Source: an optimization exercise on an open RTL-to-GDS flow (aim: a short achievable clock period and few clock cycles). Production flows keep margins and buffers that such runs may drop.
Function was not checked in any run shown here: the RTL went through the layout flow alone.
Power is estimated from default activity; no workload was simulated.

==> flow/design.v <==
`timescale 1ns/1ps
`default_nettype none
package cpuPkg;
    typedef enum logic [2:0] {
        stFetch     = 3'd0,
        stDecode    = 3'd1,
        stExecute   = 3'd2,
        stMemory    = 3'd3,
        stWriteback = 3'd4,
        stSkip      = 3'd5,
        stHalt      = 3'd6
    } seqState;
    typedef enum logic [2:0] {
        clBranch   = 3'd0,
        clLoad     = 3'd1,
        clStore    = 3'd2,
        clDirect   = 3'd3,
        clDirectOr = 3'd4,
        clAlu      = 3'd5,
        clHalt     = 3'd6,
        clNop      = 3'd7
    } instClass;
    typedef enum logic [4:0] {
        opAdd  = 5'd0,
        opSub  = 5'd1,
        opAnd  = 5'd2,
        opOr   = 5'd3,
        opXor  = 5'd4,
        opNot  = 5'd5,
        opShl  = 5'd6,
        opAsr  = 5'd7,
        opShr  = 5'd8,
        opRor  = 5'd9,
        opRol  = 5'd10,
        opAndn = 5'd11,
        opPass = 5'd12
    } aluOp;
    typedef enum logic [3:0] {
        cAlways, cZero, cNotZero, cCarry, cNotCarry, cNeg, cNotNeg, cOver,
        cNotOver, cHigher, cLowerSame, cGreaterEq, cLess, cGreater, cLessEq, cNever
    } condCode;
endpackage
`default_nettype wire
`timescale 1ns/1ps
`default_nettype none
module alu (
    input  wire  [31:0] a,
    input  wire  [31:0] b,
    input  wire  [3:0]  op,
    output logic [31:0] result,
    output logic [3:0]  flags       
);
    logic [32:0] sum;
    logic [32:0] dif;
    logic [4:0]  sh;
    logic [63:0] dbl;
    logic [31:0] ror;
    logic [31:0] rol;
    logic        c;
    logic        v;
    assign sum = {1'b0, a} + {1'b0, b};
    assign dif = {1'b0, a} - {1'b0, b};
    assign sh  = b[4:0];
    assign dbl = {a, a};
    assign ror = 32'(dbl >> sh);
    assign rol = 32'((dbl << sh) >> 32);
    always_comb begin
        case (op)
            4'd0:    result = sum[31:0];
            4'd1:    result = dif[31:0];
            4'd2:    result = a & b;
            4'd3:    result = a | b;
            4'd4:    result = a ^ b;
            4'd5:    result = ~a;
            4'd6:    result = a << sh;
            4'd7:    result = $signed(a) >>> sh;
            4'd8:    result = a >> sh;
            4'd9:    result = ror;
            4'd10:   result = rol;
            4'd11:   result = a & ~b;
            default: result = b;
        endcase
    end
    assign c = (op == 4'd0) ? sum[32] : (op == 4'd1) ? ~dif[32] : 1'b0;
    assign v = (op == 4'd0) ? ((a[31] == b[31]) && (sum[31] != a[31])) :
               (op == 4'd1) ? ((a[31] != b[31]) && (dif[31] != a[31])) : 1'b0;
    assign flags = {c, (result == 32'd0), result[31], v};
endmodule
`default_nettype wire
`timescale 1ns/1ps
`default_nettype none
module cpuTop (
    input  wire                  iClk,
    input  wire                  rstN,
    output logic                 wbCyc,
    output logic                 wbStb,
    output logic                 wbWe,
    output logic [32-1:0] wbAdr,
    output logic [32-1:0] wbDatO,
    input  wire  [32-1:0] wbDatI,
    input  wire                  wbAck,
    output logic                 halt
);
    localparam int CL = 6;             
    localparam int NL = 1 << CL;
    localparam int TW = 12 - CL;       
    localparam int K  = 8;             
    localparam int QD = 2;             
    localparam int QW = $clog2(QD);
    logic [31:0]   icData [0:NL-1];
    logic [TW-1:0] icTag  [0:NL-1];
    logic [NL-1:0] icValid;
    logic [19:0]   region;
    logic [31:0]   pc;
    logic [31:0]   pf;
    logic          pfStop;
    logic          idValid;
    logic [31:0]   ir;
    logic          exValid;
    logic [3:0]    exOp;
    logic [31:0]   exA;
    logic [31:0]   exB;
    logic [31:0]   exSD;
    logic [3:0]    exRd;
    logic          exWr;
    logic          exFl;
    logic          exBr;
    logic [3:0]    exCond;
    logic          exLd;
    logic          exSt;
    logic          exHalt;
    logic [31:0]   rf [0:15];
    logic [3:0]    flags;             
    logic [15:0]   pend;
    logic          ldValid;
    logic [3:0]    ldRd;
    logic [31:0]   ldData;
    logic [31:0]   qAdr  [0:QD-1];
    logic [31:0]   qDat  [0:QD-1];
    logic [3:0]    qRd   [0:QD-1];
    logic          qWe   [0:QD-1];
    logic [QW:0]   qCnt;
    logic [QW-1:0] qHead;
    logic [QW-1:0] qTail;
    logic          busData;
    logic [3:0]    busRd;
    logic          busRegOk;
    logic [CL-1:0] pcIdx;
    logic          pcRegOk;
    logic          hit;
    logic [31:0]   ifWord;
    logic [CL-1:0] pfIdx;
    logic          pfRegOk;
    logic          pfHit;
    logic [31:0]   pfDist;
    logic          pfInWin;
    logic          pcInFlight;
    logic          flushNow;
    logic          missReset;
    logic          pfWant;
    assign pcIdx   = pc[CL-1:0];
    assign pcRegOk = (pc[31:12] == region);
    assign hit     = icValid[pcIdx] && (icTag[pcIdx] == pc[11:CL]) && pcRegOk;
    assign ifWord  = icData[pcIdx];
    assign pfIdx   = pf[CL-1:0];
    assign pfRegOk = (pf[31:12] == region);
    assign pfHit   = icValid[pfIdx] && (icTag[pfIdx] == pf[11:CL]) && pfRegOk;
    assign pfDist  = pf - pc;
    assign pfInWin = (pfDist < K);
    assign pcInFlight = wbCyc && !busData && (wbAdr == pc);
    assign flushNow   = !pcRegOk;
    assign missReset  = pcRegOk && !hit && !pcInFlight && (pf != pc);
    logic        dBr, dLd, dSt, dDir, dDirOr, dAlu, dHalt, dImm;
    logic [3:0]  raIdx, rbIdx, rdIdx;
    logic        usesA, usesB, writesRd;
    logic [3:0]  dOp;
    logic [31:0] imm20z, imm20s, dirImm, aluImm;
    logic [31:0] rfA, rfB, opA, opB, bSel;
    logic [15:0] busyV;
    logic        hazard;
    assign dBr    = ir[31];
    assign dLd    = (ir[31:29] == 3'b010);
    assign dSt    = (ir[31:29] == 3'b011);
    assign dDir   = (ir[31:28] == 4'b0010);
    assign dDirOr = (ir[31:28] == 4'b0011);
    assign dAlu   = (ir[31:28] == 4'b0001) && (ir[24:20] <= 5'd11);
    assign dHalt  = (ir[31:26] == 6'b000001) && (ir[25:20] == 6'd2);
    assign dImm   = ir[27];
    assign raIdx    = dBr ? ir[23:20] : (ir[31:28] == 4'b0001) ? ir[15:12] : ir[27:24];
    assign rbIdx    = dSt ? ir[23:20] : ir[11:8];
    assign rdIdx    = dLd ? ir[23:20] : (dDir || dDirOr) ? ir[27:24] : ir[19:16];
    assign usesA    = dBr || dLd || dSt || dDirOr || dAlu;
    assign usesB    = dSt || (dAlu && !dImm);
    assign writesRd = dLd || dDir || dDirOr || dAlu;
    assign dOp      = dAlu ? ir[23:20] : dDirOr ? 4'd3 : dDir ? 4'd12 : 4'd0;
    assign imm20z = {12'd0, ir[19:0]};
    assign imm20s = {{12{ir[19]}}, ir[19:0]};
    assign dirImm = imm20z << {ir[23:20], 1'b0};
    assign aluImm = {24'd0, ir[7:0]} << {ir[11:8], 1'b0};
    always_comb begin
        busyV = pend;
        if (exValid && exLd) busyV[exRd] = 1'b1;
        if (ldValid) busyV[ldRd] = 1'b0;
    end
    assign hazard = (usesA && busyV[raIdx]) || (usesB && busyV[rbIdx]) ||
                    (writesRd && busyV[rdIdx]);
    logic [31:0] res;
    logic [3:0]  flagsNext;
    logic        condOk;
    logic        taken;
    logic        exMem;
    logic        qFull;
    logic        exStall;
    logic        exWrNow;
    logic        push;
    logic        idAdvance;
    logic        idAccept;
    alu u_alu (.a(exA), .b(exB), .op(exOp), .result(res), .flags(flagsNext));
    always_comb begin
        case (exCond)
            4'd0:    condOk = 1'b1;
            4'd1:    condOk = flags[2];
            4'd2:    condOk = !flags[2];
            4'd3:    condOk = flags[3];
            4'd4:    condOk = !flags[3];
            4'd5:    condOk = flags[1];
            4'd6:    condOk = !flags[1];
            4'd7:    condOk = flags[0];
            4'd8:    condOk = !flags[0];
            4'd9:    condOk = flags[3] && !flags[2];
            4'd10:   condOk = !flags[3] || flags[2];
            4'd11:   condOk = (flags[1] == flags[0]);
            4'd12:   condOk = (flags[1] != flags[0]);
            4'd13:   condOk = !flags[2] && (flags[1] == flags[0]);
            4'd14:   condOk = flags[2] || (flags[1] != flags[0]);
            default: condOk = 1'b0;
        endcase
    end
    assign taken   = exValid && exBr && condOk;
    assign exMem   = exLd || exSt;
    assign qFull   = (qCnt == QD);
    assign exStall = exValid && ((exMem && qFull) || exHalt);
    assign exWrNow = exValid && exWr;
    assign push    = exValid && exMem && !qFull;
    assign idAdvance = idValid && !hazard && !exStall;
    assign idAccept  = !idValid || idAdvance;
    assign rfA = (exWrNow && exRd == raIdx) ? res :
                 (ldValid && ldRd == raIdx) ? ldData : rf[raIdx];
    assign rfB = (exWrNow && exRd == rbIdx) ? res :
                 (ldValid && ldRd == rbIdx) ? ldData : rf[rbIdx];
    assign bSel = dBr ? imm20s :
                  (dLd || dSt) ? imm20z :
                  (dDir || dDirOr) ? dirImm :
                  dImm ? aluImm : rfB;
    logic          canLaunch;
    logic          launchData;
    logic          launchFetch;
    logic          haltPend;
    logic          ackFetchHalt;
    assign haltPend    = exValid && exHalt;
    assign pfWant      = !pfStop && !haltPend && !halt && pfRegOk && pfInWin && !pfHit &&
                         !missReset && !flushNow;
    assign canLaunch   = !wbCyc || wbAck;
    assign launchData  = canLaunch && (qCnt != 0) && !halt;
    assign launchFetch = canLaunch && (qCnt == 0) && pfWant;
    assign ackFetchHalt = (wbDatI[31:20] == 12'b0000_0100_0010);
    assign wbStb = wbCyc;
    always_ff @(posedge iClk) begin
        if (!rstN) begin
            wbCyc    <= 1'b0;
            busData  <= 1'b0;
            busRegOk <= 1'b0;
        end else begin
            if (launchData) begin
                wbCyc   <= 1'b1;
                busData <= 1'b1;
            end else if (launchFetch) begin
                wbCyc    <= 1'b1;
                busData  <= 1'b0;
                busRegOk <= 1'b1;
            end else if (wbAck) begin
                wbCyc <= 1'b0;
            end
            if (flushNow) busRegOk <= 1'b0;
        end
    end
    always_ff @(posedge iClk) begin
        if (launchData) begin
            wbAdr  <= qAdr[qHead];
            wbWe   <= qWe[qHead];
            wbDatO <= qDat[qHead];
            busRd  <= qRd[qHead];
        end else if (launchFetch) begin
            wbAdr <= pf;
            wbWe  <= 1'b0;
        end
    end
    always_ff @(posedge iClk) begin
        if (wbCyc && wbAck && !busData && busRegOk) begin
            icData[wbAdr[CL-1:0]] <= wbDatI;
            icTag[wbAdr[CL-1:0]]  <= wbAdr[11:CL];
        end
    end
    always_ff @(posedge iClk) begin
        if (!rstN) begin
            icValid <= '0;
            region  <= 20'd0;
        end else if (flushNow) begin
            icValid <= '0;
            region  <= pc[31:12];
        end else if (wbCyc && wbAck && !busData && busRegOk) begin
            icValid[wbAdr[CL-1:0]] <= 1'b1;
        end
    end
    always_ff @(posedge iClk) begin
        if (!rstN) begin
            pc      <= 32'h0000_0000;
            pf      <= 32'h0000_0000;
            pfStop  <= 1'b0;
            idValid <= 1'b0;
        end else begin
            if (taken) begin
                pc      <= res;
                idValid <= 1'b0;
            end else if (hit && idAccept) begin
                pc      <= pc + 32'd1;
                ir      <= ifWord;
                idValid <= 1'b1;
            end else if (idAdvance) begin
                idValid <= 1'b0;
            end
            if (flushNow || missReset) begin
                pf <= pc;
            end else if (launchFetch || (pfInWin && pfHit)) begin
                pf <= pf + 32'd1;
            end
            if (taken || (pcRegOk && !hit && !pcInFlight) || flushNow) begin
                pfStop <= 1'b0;
            end else if (wbCyc && wbAck && !busData && ackFetchHalt) begin
                pfStop <= 1'b1;
            end
        end
    end
    always_ff @(posedge iClk) begin
        if (!rstN) begin
            exValid <= 1'b0;
        end else if (!exStall) begin
            exValid <= idAdvance && !taken;
        end
    end
    always_ff @(posedge iClk) begin
        if (!exStall) begin
            exOp   <= dOp;
            exA    <= rfA;
            exB    <= bSel;
            exSD   <= rfB;
            exRd   <= rdIdx;
            exWr   <= dDir || dDirOr || dAlu;
            exFl   <= dAlu;
            exBr   <= dBr;
            exCond <= ir[27:24];
            exLd   <= dLd;
            exSt   <= dSt;
            exHalt <= dHalt;
        end
    end
    always_ff @(posedge iClk) begin
        if (exWrNow) rf[exRd] <= res;
        if (ldValid) rf[ldRd] <= ldData;
    end
    always_ff @(posedge iClk) begin
        if (!rstN) begin
            flags <= 4'd0;
        end else if (exValid && exFl) begin
            flags <= flagsNext;
        end
    end
    always_ff @(posedge iClk) begin
        if (!rstN) begin
            pend    <= '0;
            ldValid <= 1'b0;
        end else begin
            if (ldValid) pend[ldRd] <= 1'b0;
            if (push && exLd) pend[exRd] <= 1'b1;
            ldValid <= wbCyc && wbAck && busData && !wbWe;
        end
    end
    always_ff @(posedge iClk) begin
        ldRd   <= busRd;
        ldData <= wbDatI;
    end
    always_ff @(posedge iClk) begin
        if (push) begin
            qAdr[qTail] <= res;
            qDat[qTail] <= exSD;
            qRd[qTail]  <= exRd;
            qWe[qTail]  <= exSt;
        end
    end
    always_ff @(posedge iClk) begin
        if (!rstN) begin
            qCnt  <= '0;
            qHead <= '0;
            qTail <= '0;
        end else begin
            if (push) qTail <= qTail + 1'b1;
            if (launchData) qHead <= qHead + 1'b1;
            qCnt <= qCnt + (push ? 1'b1 : 1'b0) - (launchData ? 1'b1 : 1'b0);
        end
    end
    always_ff @(posedge iClk) begin
        if (!rstN) begin
            halt <= 1'b0;
        end else if (haltPend && (qCnt == 0) && canLaunch) begin
            halt <= 1'b1;
        end
    end
endmodule
`default_nettype wire
==> flow/run.sh <==
#!/bin/bash
# synth_recipe.tcl (not shown) runs the flow's synth.tcl, then flattens the netlist and writes it again
# the make line also repeats each setting of config.mk as NAME=value (left out here)
make -C /OpenROAD-flow-scripts/flow DESIGN_CONFIG=/design/flow/config.mk WORK_HOME=/design/flow/orfs CLKGATE_MAP_FILE= SYNTH_SCRIPT=/design/flow/synth_recipe.tcl finish
==> flow/config.mk <==
export PLATFORM = sky130hd
export DESIGN_NAME = cpuTop
export DESIGN_NICKNAME = cpuTop
export VERILOG_FILES = /design/flow/design.v
export SDC_FILE = /design/flow/constraint.sdc
export NUM_CORES = 4
export LEC_CHECK = 0
export CAP_MARGIN = 20
export CORE_MARGIN = 2
export CORE_UTILIZATION = 40
export SLEW_MARGIN = 20
==> flow/constraint.sdc <==
create_clock -name core_clock -period 9.0 [get_ports {iClk}]
set_input_delay 1.8000 -clock core_clock [delete_from_list [all_inputs] [get_ports {iClk}]]
set_output_delay 1.8000 -clock core_clock [all_outputs]
set_load 0.01 [all_outputs]
==> report_table.html, run 1 <==
<table>
<tr><th>Metric</th><th>Value</th></tr>
<tr><th colspan="2">Setup path</th></tr>
<tr><td>Highest net fanout along the worst path</td><td>19</td></tr>
<tr><td>Slowest-stage cell, CP</td><td>sky130_fd_sc_hd__o311ai_0</td></tr>
<tr><td>Delay of the slowest critical-path stage</td><td>0.96 ns</td></tr>
<tr><td>Startpoint types</td><td>flop</td></tr>
<tr><td>Critical path endpoint category</td><td>flop</td></tr>
<tr><td>Type of the setup path with the least slack</td><td>flop to flop</td></tr>
<tr><td>Arrival time at the worst endpoint</td><td>7.20 ns</td></tr>
<tr><td>Cell breakdown of the critical path</td><td>buf_4, inv_1, ha_1, nor2_1, a211oi_1, nand3_1, o311ai_0, a21oi_1, o21ai_0, a31o_2, inv_1, nor2_1, and4bb_1, nand4_1, or4b_1, o31ai_1</td></tr>
<tr><td>Worst Path Required</td><td>9.83 ns</td></tr>
<tr><td>Number of buffer and inverter stages on the critical path</td><td>3</td></tr>
<tr><td>Top Family by Delay on Critical Path</td><td>compound AO/OA/AOI/OAI gates</td></tr>
<tr><th colspan="2">Die</th></tr>
<tr><td>Effective utilization at floorplan</td><td>40.2%</td></tr>
<tr><td>Number of top-level design ports</td><td>103</td></tr>
<tr><td>Die H</td><td>651 µm</td></tr>
<tr><td>Total Die Area</td><td>424000 µm²</td></tr>
<tr><td>Row count</td><td>237</td></tr>
<tr><td>Die width</td><td>651 µm</td></tr>
<tr><td>Core area</td><td>417000 µm²</td></tr>
<tr><th colspan="2">STA</th></tr>
<tr><td>Worst setup margin</td><td>2.64 ns</td></tr>
<tr><td>Post-route minimum period</td><td>6.36 ns</td></tr>
<tr><td>Setup repair after global routing missed its margin</td><td>false</td></tr>
<tr><td>Total count of hold-check failures in the final report</td><td>0</td></tr>
<tr><td>Tightest slew margin relative to the limit</td><td>16.9%</td></tr>
<tr><td>Final worst path period share</td><td>70.7%</td></tr>
<tr><td>Final Skew</td><td>0.0992 ns</td></tr>
<tr><td>Slew @ Worst Pin</td><td>1.24 ns</td></tr>
<tr><td>Fmax</td><td>157 MHz</td></tr>
<tr><td>Sum of negative setup slack</td><td>0 ns</td></tr>
<tr><td>Final setup violation count</td><td>0</td></tr>
<tr><td>Fin. max-slew vios</td><td>0</td></tr>
<tr><th colspan="2">Clock network</th></tr>
<tr><td>Number of clock sinks</td><td>3526</td></tr>
<tr><td>Worst-skew pair later-pin latency</td><td>0.99 ns</td></tr>
<tr><td>Clock buffers created by TritonCTS</td><td>374</td></tr>
<tr><td>Number of buffers on the longest clock path</td><td>4</td></tr>
<tr><td>Count of hold-fix buffers inserted at cts</td><td>0</td></tr>
<tr><td>CTS tree</td><td>yes</td></tr>
<tr><td>Root Buffer Master</td><td>sky130_fd_sc_hd__clkbuf_16</td></tr>
<tr><td>Clk slew on worst S/H paths</td><td>0.06 ns</td></tr>
<tr><td>Buffers inserted by post-CTS timing repair</td><td>0</td></tr>
<tr><td>H-tree Lvls</td><td>5</td></tr>
<tr><td>CTS-repair resized insts</td><td>0</td></tr>
<tr><th colspan="2">Detailed routing</th></tr>
<tr><td>Routed Wire Length</td><td>616 mm</td></tr>
<tr><td>Number of iterations in the first detailed-routing pass</td><td>7</td></tr>
<tr><td>First DRT Iteration DRCs</td><td>15365</td></tr>
<tr><td>Routed WL per cell</td><td>36.2 µm</td></tr>
<tr><td>Detail Route Antenna Nets</td><td>0</td></tr>
<tr><td>Via count</td><td>110154</td></tr>
<tr><td>Avg Vias per Cell</td><td>6.48</td></tr>
<tr><td>DR DRC count</td><td>0</td></tr>
<tr><th colspan="2">Flow run</th></tr>
<tr><td>Count of maximum capacitance violations</td><td>0</td></tr>
<tr><th colspan="2">Final layout</th></tr>
<tr><td>Net count reported at finish</td><td>11373</td></tr>
<tr><td>Layout cells sized above 1</td><td>21.6%</td></tr>
<tr><td>Non-Filler Instances</td><td>17011</td></tr>
<tr><td>Layout Area Growth over Synthesis</td><td>12.3%</td></tr>
<tr><td>Utilization after layout</td><td>45.2%</td></tr>
<tr><th colspan="2">GRT</th></tr>
<tr><td>Maximum number of pins on one net before global-route repair</td><td>151</td></tr>
<tr><td>Global-route wire length before repair</td><td>856 mm</td></tr>
<tr><td>Via count of the first global-routing pass</td><td>106775</td></tr>
<tr><td>Overall Global Routing Usage</td><td>28.4%</td></tr>
<tr><td>Final global-route overflow total</td><td>0</td></tr>
<tr><td>Initial antenna violation count</td><td>42</td></tr>
<tr><th colspan="2">Synth</th></tr>
<tr><td>Synthesized netlist cell count</td><td>11258</td></tr>
<tr><td>Post-synthesis instance area</td><td>168000 µm²</td></tr>
<tr><td>Synthesized flop and latch total</td><td>3526</td></tr>
<tr><td>Share of synthesized cell area in and, or, nand and nor gates</td><td>6.50%</td></tr>
<tr><td>Synth Area in Compound Gates</td><td>8.05%</td></tr>
<tr><td>Count of flip-flops with a built-in enable after synthesis</td><td>3297</td></tr>
<tr><td>Proportion of register bits with asynchronous set or reset after synthesis</td><td>0%</td></tr>
<tr><td>Parity-gate share of the synthesized area counting xor and xnor cells</td><td>1.00%</td></tr>
<tr><td>Dominant combinational cell family by area after synthesis</td><td>multiplexers</td></tr>
<tr><td>Post-Synthesis Mean Instance Area</td><td>14.9 µm²</td></tr>
<tr><td>Post-synthesis adder-cell area fraction</td><td>1.11%</td></tr>
<tr><td>Post-Syn Nets</td><td>11441</td></tr>
<tr><td>Distinct cell type count after synthesis</td><td>102</td></tr>
<tr><td>Post-synthesis sequential area ratio</td><td>61.8%</td></tr>
<tr><td>Post-synth top flop</td><td>sky130_fd_sc_hd__edfxtp_1</td></tr>
<tr><td>Mux cell area share after synthesis</td><td>18.8%</td></tr>
<tr><td>Number of synthesis warnings</td><td>2</td></tr>
<tr><th colspan="2">Status</th></tr>
<tr><td>Status</td><td>no timing/DRC/antenna violations</td></tr>
<tr><th colspan="2">Power and ir drop</th></tr>
<tr><td>Sum of internal, switching and leakage power</td><td>0.0370 W</td></tr>
<tr><td>Largest vdd supply drop</td><td>0.205 mV</td></tr>
<tr><td>Leakage Power</td><td>59.1 nW</td></tr>
<tr><td>Pwr per Cell Area</td><td>196 nW/µm²</td></tr>
<tr><th colspan="2">Place</th></tr>
<tr><td>Cell count after placement</td><td>16310</td></tr>
<tr><td>Worst setup timing slack at the placement stage</td><td>2.82 ns</td></tr>
<tr><td>Gpl congestion</td><td>0.954</td></tr>
<tr><td>Number of port buffers</td><td>102</td></tr>
<tr><td>Placed wire-length estimate</td><td>402 mm</td></tr>
<tr><th colspan="2">Hold path</th></tr>
<tr><td>Worst hold path class</td><td>flop to flop</td></tr>
</table>
-- path summary, 6_finish.rpt --
path                            cells after the start  slack [ns]      from        to
worst max-delay path                               16        2.64   exA[11]  flags[2]
worst min-delay path                                0        0.34  busRd[2]   ldRd[2]
worst max register to register                     16        2.64   exA[11]  flags[2]
worst min register to register                      0        0.34  busRd[2]   ldRd[2]
-- sequential cells by signal, indices dropped and copies added, names as in the netlist, 64 cells and up, named ones only --
register / cells
qDat: 64
rf: 512
qAdr: 64
icValid: 64
icTag: 384
icData: 2048
-- metal layers --
metal  up-vias  share of wire, %  wire, µm  global-route usage, %
met5         -             0.013        78                      0
met4        12               5.8     35600                   13.9
met3      1324               9.3     57600                   4.68
met2      6771                46    284000                   44.7
met1     57490                39    238000                   38.5
li1      44557                 -         -                      -
-- layout make-up --
class / count / area [µm²]
Inverter: 221 / 838
Timing Repair Buffer: 488 / 4060
Fill cell: 36166 / 229000
Sequential cell: 3526 / 104000
Antenna cell: 17 / 42.5
Clock buffer: 471 / 9990
Tap cell: 5497 / 6880
Multi-Input combinational cell: 6579 / 60900
Clock inverter: 212 / 2060
-- metrics by stage --
step	hold WS (ns)	instance area (µm²)
floorplan	0.323	168000
detailed placement	0.329	176000
global placement	0.327	176000
global route	0.348	188000
CTS	0.336	188000
finish	0.337	188000
-- report_power, final --
part / total [W] / internal (W) / leakage [nW] / switching (W)
clock: 0.0153 / 0.00864 / 5.86 / 0.00663
sequential: 0.0187 / 0.0184 / 31.8 / 0.000346
combinational: 0.00295 / 0.000894 / 21.5 / 0.00205
total: 0.0370 / 0.0279 / 59.1 / 0.00903
-- logic make-up (layout without fill, tap and decap cells) --
family,count (synthesis),after routing
compound gates,2167,2167
xor+xnor,192,192
fa+ha+maj,148,148
buf+inv,1153,1392
flops,3526,3526
mux,1686,1686
other cells,0,17
simple gates,2386,2386
-- worst register-to-register path, stage by stage (launching register included) --
cell,delay (ns)
sky130_fd_sc_hd__edfxtp_1,0.32
sky130_fd_sc_hd__buf_4,0.39
sky130_fd_sc_hd__inv_1,0.12
sky130_fd_sc_hd__ha_1,0.75
sky130_fd_sc_hd__nor2_1,0.24
sky130_fd_sc_hd__a211oi_1,0.83
sky130_fd_sc_hd__nand3_1,0.19
sky130_fd_sc_hd__o311ai_0,0.96
sky130_fd_sc_hd__a21oi_1,0.15
sky130_fd_sc_hd__o21ai_0,0.22
sky130_fd_sc_hd__a31o_2,0.57
sky130_fd_sc_hd__inv_1,0.24
sky130_fd_sc_hd__nor2_1,0.27
sky130_fd_sc_hd__and4bb_1,0.24
sky130_fd_sc_hd__nand4_1,0.10
sky130_fd_sc_hd__or4b_1,0.51
sky130_fd_sc_hd__o31ai_1,0.20
-- Yosys cell counts (24+ instances only) --
cell	instances	area share, %
sky130_fd_sc_hd__edfxtp_1	3297	59
sky130_fd_sc_hd__mux4_2	1158	16
sky130_fd_sc_hd__nand2_1	993	2.2
sky130_fd_sc_hd__o21ai_0	743	2.2
sky130_fd_sc_hd__clkbuf_1	645	1.4
sky130_fd_sc_hd__nor2_1	601	1.3
sky130_fd_sc_hd__a21oi_1	472	1.4
sky130_fd_sc_hd__mux2i_1	382	2.3
sky130_fd_sc_hd__dfxtp_1	229	2.7
sky130_fd_sc_hd__inv_1	213	0.48
sky130_fd_sc_hd__a211oi_1	185	0.83
sky130_fd_sc_hd__nand3_1	151	0.45
sky130_fd_sc_hd__buf_1	146	0.33
sky130_fd_sc_hd__ha_1	146	1.1
sky130_fd_sc_hd__mux2_2	144	0.97
sky130_fd_sc_hd__xnor2_1	126	0.66
sky130_fd_sc_hd__buf_2	113	0.34
sky130_fd_sc_hd__nor3_1	107	0.32
sky130_fd_sc_hd__o22ai_1	105	0.39
sky130_fd_sc_hd__a22oi_1	94	0.42
sky130_fd_sc_hd__a31oi_1	93	0.35
sky130_fd_sc_hd__nor2b_1	89	0.33
sky130_fd_sc_hd__and2_1	69	0.26
sky130_fd_sc_hd__xor2_1	66	0.34
sky130_fd_sc_hd__nand4_1	65	0.24
sky130_fd_sc_hd__and3_1	57	0.21
sky130_fd_sc_hd__nand2b_1	55	0.21
sky130_fd_sc_hd__nor4_1	38	0.14
sky130_fd_sc_hd__o211ai_1	35	0.16
sky130_fd_sc_hd__o31ai_1	33	0.15
sky130_fd_sc_hd__o221ai_1	32	0.17
sky130_fd_sc_hd__a21o_1	27	0.12
sky130_fd_sc_hd__o32ai_1	27	0.14
sky130_fd_sc_hd__or3_1	26	0.097
sky130_fd_sc_hd__a221oi_1	24	0.13
sky130_fd_sc_hd__a32oi_1	24	0.13
sky130_fd_sc_hd__o21a_1	24	0.11
-- cells in the final DEF, fill, tap and decap left out, types with 143 or more instances in the layout --
cell type                   instances
sky130_fd_sc_hd__buf_4            367
sky130_fd_sc_hd__nor2_1           520
sky130_fd_sc_hd__a211oi_1         183
sky130_fd_sc_hd__mux2i_1          379
sky130_fd_sc_hd__edfxtp_1        3297
sky130_fd_sc_hd__mux2_2           143
sky130_fd_sc_hd__o21ai_0          722
sky130_fd_sc_hd__inv_1            210
sky130_fd_sc_hd__mux4_2          1158
sky130_fd_sc_hd__ha_1             146
sky130_fd_sc_hd__dfxtp_1          216
sky130_fd_sc_hd__nand3_1          149
sky130_fd_sc_hd__a21oi_1          469
sky130_fd_sc_hd__nand2_1          990
sky130_fd_sc_hd__clkbuf_16        378
==> run 2, diff against run 1 <==
--- a/flow/design.v
+++ b/flow/design.v
@@ -106,3 +106,3 @@
     localparam int TW = 12 - CL;       
-    localparam int K  = 8;             
+    localparam int K  = 32;             
     localparam int QD = 2;             
@@ -265,3 +265,4 @@
     assign launchFetch = canLaunch && (qCnt == 0) && pfWant;
-    assign ackFetchHalt = (wbDatI[31:20] == 12'b0000_0100_0010);
+    assign ackFetchHalt = (wbDatI[31:20] == 12'b0000_0100_0010) ||
+                          (wbDatI[31] && (wbDatI[27:24] == 4'd0));
     assign wbStb = wbCyc;
--- a/flow/config.mk
+++ b/flow/config.mk
@@ -7,2 +7,3 @@
 export LEC_CHECK = 0
+export ABC_CLOCK_PERIOD_IN_PS = 4000
 export CAP_MARGIN = 20
@@ -10,2 +11,3 @@
 export CORE_UTILIZATION = 40
+export SETUP_SLACK_MARGIN = 5
 export SLEW_MARGIN = 20
==> run 2 against run 1 <==
Still clean. Clock skew decreased by 0.034 ns. Sequential power about the same. Synthesized cell count increased by 11%. Count of clock-buffer cells in the layout decreased by 16. Utilization increased by 3.3 points. Global-route usage increased by 1.7 points. Cell area increased by 8.2%. Die area increased by 1.0%. Cell count increased by 11%. Fmax increased by 37%. Critical path depth increased by 4. Worst setup slack improved by 1.7 ns. Critical endpoint is now rf[6][28]. Highest routed layer unchanged.
==> report_table.html, run 2 <==
<table>
<tr><th>Metric</th><th>Value</th></tr>
<tr><th colspan="2">Die</th></tr>
<tr><td>Effective utilization at floorplan</td><td>40.3% (about the same)</td></tr>
<tr><td>Row count</td><td>238 (+0.42%)</td></tr>
<tr><td>Core area</td><td>421000 µm² (+0.92%)</td></tr>
<tr><td>Die width</td><td>655 µm (+0.50%)</td></tr>
<tr><td>Die H</td><td>655 µm (+0.50%)</td></tr>
<tr><td>Total Die Area</td><td>429000 µm² (+1.0%)</td></tr>
<tr><td>Number of top-level design ports</td><td>103 (unchanged)</td></tr>
<tr><th colspan="2">Clock network</th></tr>
<tr><td>Count of hold-fix buffers inserted at cts</td><td>0 (unchanged)</td></tr>
<tr><td>Clk slew on worst S/H paths</td><td>0.07 ns (about the same)</td></tr>
<tr><td>Clock buffers created by TritonCTS</td><td>364 (-2.7%)</td></tr>
<tr><td>Root Buffer Master</td><td>sky130_fd_sc_hd__clkbuf_16</td></tr>
<tr><td>Number of clock sinks</td><td>3526 (unchanged)</td></tr>
<tr><td>H-tree Lvls</td><td>5 (unchanged)</td></tr>
<tr><td>Number of buffers on the longest clock path</td><td>4 (unchanged)</td></tr>
<tr><td>Worst-skew pair later-pin latency</td><td>1.00 ns (about the same)</td></tr>
<tr><td>CTS tree</td><td>yes</td></tr>
<tr><th colspan="2">Final layout</th></tr>
<tr><td>Flip-flop count of the largest register after layout</td><td>2048 (unchanged)</td></tr>
<tr><td>Most common cell after layout, fill and taps aside</td><td>sky130_fd_sc_hd__edfxtp_1</td></tr>
<tr><td>Most used cells in the layout excluding fill and tap cells</td><td>sky130_fd_sc_hd__edfxtp_1 (3297), sky130_fd_sc_hd__nand2_1 (1907), sky130_fd_sc_hd__mux4_2 (1002)</td></tr>
<tr><td>Layout cells sized above 1</td><td>27.5% (+6.0 points)</td></tr>
<tr><td>Layout Area Growth over Synthesis</td><td>20.4%</td></tr>
<tr><td>Final std cell area, no fill</td><td>204000 µm² (+8.2%)</td></tr>
<tr><td>Non-Filler Instances</td><td>18830 (+11%)</td></tr>
<tr><td>Net count reported at finish</td><td>13069 (+15%)</td></tr>
<tr><th colspan="2">Synth</th></tr>
<tr><td>Biggest area consumer among synthesized cells</td><td>sky130_fd_sc_hd__edfxtp_1</td></tr>
<tr><td>Synthesized flop and latch total</td><td>3526 (unchanged)</td></tr>
<tr><td>Post-synthesis sequential area ratio</td><td>61.2% (-0.62 points)</td></tr>
<tr><td>Post-synth top flop</td><td>sky130_fd_sc_hd__edfxtp_1</td></tr>
<tr><td>Ranking of synthesized cells by instance count</td><td>sky130_fd_sc_hd__edfxtp_1 (3297), sky130_fd_sc_hd__nand2_1 (1930), sky130_fd_sc_hd__mux4_2 (999), sky130_fd_sc_hd__clkbuf_1 (845), sky130_fd_sc_hd__o21ai_0 (745)</td></tr>
<tr><td>Count of flip-flops with a built-in enable after synthesis</td><td>3297 (unchanged)</td></tr>
<tr><td>Synthesized netlist cell count</td><td>12472 (+11%)</td></tr>
<tr><td>Number of synthesis warnings</td><td>2 (unchanged)</td></tr>
<tr><td>Fraction of synthesized cell area taken by the top area cell type</td><td>58.5% (-0.59 points)</td></tr>
<tr><td>Post-synthesis instance area</td><td>169000 µm² (+1.0%)</td></tr>
<tr><td>Most frequent cell after synthesis</td><td>sky130_fd_sc_hd__edfxtp_1</td></tr>
<tr><td>Distinct cell type count after synthesis</td><td>98 (-3.9%)</td></tr>
<tr><td>Proportion of register bits with asynchronous set or reset after synthesis</td><td>0% (unchanged)</td></tr>
<tr><td>Post-Synthesis Mean Instance Area</td><td>13.6 µm² (-8.8%)</td></tr>
<tr><td>Dominant cells by area after synthesis</td><td>sky130_fd_sc_hd__edfxtp_1 (58%), sky130_fd_sc_hd__mux4_2 (13%), sky130_fd_sc_hd__nand2_1 (4.3%), sky130_fd_sc_hd__dfxtp_1 (2.7%), sky130_fd_sc_hd__o21ai_0 (2.2%)</td></tr>
<tr><td>Post-Syn Nets</td><td>12655 (+11%)</td></tr>
<tr><th colspan="2">GRT</th></tr>
<tr><td>Overall Global Routing Usage</td><td>30.1% (+1.7 points)</td></tr>
<tr><td>Maximum number of pins on one net before global-route repair</td><td>93 (-38%)</td></tr>
<tr><td>Final global-route overflow total</td><td>0 (unchanged)</td></tr>
<tr><td>Global-route wire length before repair</td><td>912 mm (+6.6%)</td></tr>
<tr><td>Via count of the first global-routing pass</td><td>114379 (+7.1%)</td></tr>
<tr><td>Initial antenna violation count</td><td>49 (+17%)</td></tr>
<tr><th colspan="2">Power and ir drop</th></tr>
<tr><td>Internal portion of total power</td><td>0.0282 W (+0.89%)</td></tr>
<tr><td>Share of power burned in registers</td><td>49.9% (-0.8 points)</td></tr>
<tr><td>Leakage Power</td><td>66.5 nW (+12%)</td></tr>
<tr><td>Total net switching power</td><td>0.00934 W (+3.4%)</td></tr>
<tr><td>Clock share of power</td><td>40.0% (-1.3 points)</td></tr>
<tr><td>Pwr per Cell Area</td><td>184 nW/µm² (-6.2%)</td></tr>
<tr><td>Sw Ratio</td><td>24.9% (+0.46 points)</td></tr>
<tr><td>Logic pwr share</td><td>10.1% (+2.1 points)</td></tr>
<tr><td>Largest vdd supply drop</td><td>0.182 mV (-11%)</td></tr>
<tr><td>Sum of internal, switching and leakage power</td><td>0.0375 W (+1.5%)</td></tr>
<tr><th colspan="2">Place</th></tr>
<tr><td>Number of port buffers</td><td>102 (unchanged)</td></tr>
<tr><td>Worst setup timing slack at the placement stage</td><td>2.87 ns (+0.0479 ns)</td></tr>
<tr><td>Standard cell area after detailed placement</td><td>178000 µm² (+1.1%)</td></tr>
<tr><td>Gpl congestion</td><td>0.992 (+4.0%)</td></tr>
<tr><td>Placed wire-length estimate</td><td>373 mm (-7.4%)</td></tr>
<tr><td>Cell count after placement</td><td>17505 (+7.3%)</td></tr>
<tr><th colspan="2">Hold path</th></tr>
<tr><td>Worst hold path class</td><td>flop to flop</td></tr>
<tr><th colspan="2">Detailed routing</th></tr>
<tr><td>Routed Wire Length</td><td>670 mm (+8.8%)</td></tr>
<tr><td>Avg Vias per Cell</td><td>6.57 (+1.5%)</td></tr>
<tr><td>DR DRC count</td><td>0 (unchanged)</td></tr>
<tr><td>First DRT Iteration DRCs</td><td>21210 (+38%)</td></tr>
<tr><td>Number of iterations in the first detailed-routing pass</td><td>7 (unchanged)</td></tr>
<tr><td>Via count</td><td>123785 (+12%)</td></tr>
<tr><td>Detail Route Antenna Nets</td><td>0 (unchanged)</td></tr>
<tr><td>Routed WL per cell</td><td>35.6 µm (-1.7%)</td></tr>
<tr><th colspan="2">STA</th></tr>
<tr><td>Slew @ Worst Pin</td><td>1.33 ns (+0.0813 ns)</td></tr>
<tr><td>Tightest slew margin relative to the limit</td><td>11.3% (-5.6 points)</td></tr>
<tr><td>Final setup violation count</td><td>0 (unchanged)</td></tr>
<tr><td>Fin. max-slew vios</td><td>0 (unchanged)</td></tr>
<tr><td>Worst setup margin</td><td>4.36 ns (+1.72 ns)</td></tr>
<tr><td>Sum of negative setup slack</td><td>0 ns (unchanged)</td></tr>
<tr><td>Final worst path period share</td><td>51.6% (-19 points)</td></tr>
<tr><td>Fmax</td><td>215 MHz (+37%)</td></tr>
<tr><td>Final Skew</td><td>0.0657 ns (-0.0336 ns)</td></tr>
<tr><td>Total count of hold-check failures in the final report</td><td>0 (unchanged)</td></tr>
<tr><td>Setup repair after global routing missed its margin</td><td>true</td></tr>
<tr><td>Post-route minimum period</td><td>4.64 ns (-1.72 ns)</td></tr>
<tr><th colspan="2">Setup path</th></tr>
<tr><td>Highest net fanout along the worst path</td><td>5 (-14)</td></tr>
<tr><td>Slowest-stage cell, CP</td><td>sky130_fd_sc_hd__edfxtp_1</td></tr>
<tr><td>Number of buffer and inverter stages on the critical path</td><td>7 (+4)</td></tr>
<tr><td>CP dominant cell by count</td><td>sky130_fd_sc_hd__buf_6</td></tr>
<tr><td>Critical path endpoint category</td><td>flop</td></tr>
<tr><td>Startpoint types</td><td>flop</td></tr>
<tr><td>Arrival time at the worst endpoint</td><td>5.31 ns (-1.89 ns)</td></tr>
<tr><td>Cell breakdown of the critical path</td><td>buf_6, buf_16, ha_4, fa_2, nor2_4, o221ai_4, a21oi_4, a211oi_4, buf_6, nor4_4, nor4_4, o41a_1, buf_6, a221oi_4, a21oi_2, o32ai_4, buf_12, buf_16, buf_12, o21ai_2</td></tr>
<tr><td>Top Family by Delay on Critical Path</td><td>compound AO/OA/AOI/OAI gates</td></tr>
<tr><td>Type of the setup path with the least slack</td><td>flop to flop</td></tr>
<tr><td>Delay of the slowest critical-path stage</td><td>0.46 ns (-0.50 ns)</td></tr>
<tr><td>Worst Path Required</td><td>9.67 ns (-0.16 ns)</td></tr>
<tr><th colspan="2">Status</th></tr>
<tr><td>Status</td><td>no timing/DRC/antenna violations</td></tr>
<tr><th colspan="2">Flow run</th></tr>
<tr><td>Count of maximum capacitance violations</td><td>0 (unchanged)</td></tr>
</table>
run 2: cell type report:
type | instances | area, µm²
antenna | 20 | 50.0
timing repair buffer | 1112 | 13400
tap | 5640 | 7060
multi-input combinational | 7668 | 67100
clock buffer | 455 | 9690
timing repair inverter | 4 | 35.0
clock inverter | 195 | 1870
fill | 35543 | 217000
inverter | 210 | 978
sequential | 3526 | 104000
run 2: routing by layer:
metal  share of wire (%)  track usage (%)  wire length, µm  vias up
met5               0.026                0              171        -
met4                 7.5             16.9            50500       16
met3                  14             8.60            91900     2231
met2                  43             44.7           289000     9872
met1                  36             39.8           239000    62307
li1                    -                -                -    49359
run 2: path summary, 6_finish.rpt:
path	slack [ns]	endpoint	startpoint	depth (start not counted)
worst max-delay path	4.36	rf[6][28]	exB[0]	20
worst min-delay path	0.34	ldRd[0]	busRd[0]	0
worst max register to register	4.36	rf[6][28]	exB[0]	20
worst min register to register	0.34	ldRd[0]	busRd[0]	0
run 2: worst reg2reg max path: stages, from the launching register on:
cell and delay, ns:
sky130_fd_sc_hd__edfxtp_1 0.46, sky130_fd_sc_hd__buf_6 0.17, sky130_fd_sc_hd__buf_16 0.14, sky130_fd_sc_hd__ha_4 0.17
sky130_fd_sc_hd__fa_2 0.37, sky130_fd_sc_hd__nor2_4 0.12, sky130_fd_sc_hd__o221ai_4 0.15, sky130_fd_sc_hd__a21oi_4 0.23
sky130_fd_sc_hd__a211oi_4 0.08, sky130_fd_sc_hd__buf_6 0.15, sky130_fd_sc_hd__nor4_4 0.41, sky130_fd_sc_hd__nor4_4 0.10
sky130_fd_sc_hd__o41a_1 0.39, sky130_fd_sc_hd__buf_6 0.15, sky130_fd_sc_hd__a221oi_4 0.28, sky130_fd_sc_hd__a21oi_2 0.07
sky130_fd_sc_hd__o32ai_4 0.28, sky130_fd_sc_hd__buf_12 0.19, sky130_fd_sc_hd__buf_16 0.18, sky130_fd_sc_hd__buf_12 0.17
sky130_fd_sc_hd__o21ai_2 0.07
run 2: cell families (layout without fill, tap and decap cells):
family,Yosys count,in the layout,synth area share [%]
AOI/OAI and AO/OA,2221,2231,8.51
xor gates and xnor gates,189,189,0.977
adders and majority gates,148,148,1.10
buffers and inverters,1293,1976,2.95
DFF,3526,3526,61.2
muxes,1352,1353,15.5
other,0,20,0
and+or+nand+nor,3743,3747,9.83
run 2: per-stage QoR:
step | hold WS, ns | util [%]
global placement | 0.324 | 42.4
CTS | 0.341 | 47.6
finish | 0.340 | 48.5
detailed placement | 0.327 | 42.4
global route | 0.350 | 48.4
floorplan | 0.323 | -
run 2: power groups by stage:
stage	Sequential [W]	Clock, W	Combinational (W)
5_1_grt	0.0187	0.0157	0.00396
2_1_floorplan	0.0190	0	0.00159
3_5_place_dp	0.0191	0	0.00303
6_report	0.0187	0.0150	0.00378
3_3_place_gp	0.0192	0	0.00302
4_1_cts	0.0187	0.0151	0.00362
run 2: timing repair:
item	CTS	global route
setup buffers	399	140
endpoints found under the setup margin	3050	737
pin swaps	255	210
gates cloned	86	27
gates resized for setup	1086	486

==> separate check: timing with driven ports <==
No port has a modelled driver above. Below, the same layouts with a new extraction and two added sets of constraints. Step 1: set_driving_cell puts a clkbuf_16 on iClk and a buf_2 on each other input, an assumption about the parent block. Step 2 also shifts input and output timing later by t, the mid clock arrival at the registers, as if the neighbouring blocks saw the same clock. a / b / c = ideal ports / drivers / drivers and shift; a / b = the first two.
| run | t, ns | setup slack, ns | slew at the worst register clock pin (ns) |
|---|---|---|---|
| run 1 | 1.055 | 2.636 / 2.636 / 2.636 | 0.08 / 0.08 |
| run 2 | 1.065 | 4.359 / 4.359 / 3.914 | 0.07 / 0.07 |
After both steps setup and hold are still met in every run listed. For run 2, which loses most, drivers alone change the setup slack by 0.000 ns; drivers and shift together by -0.445 ns.
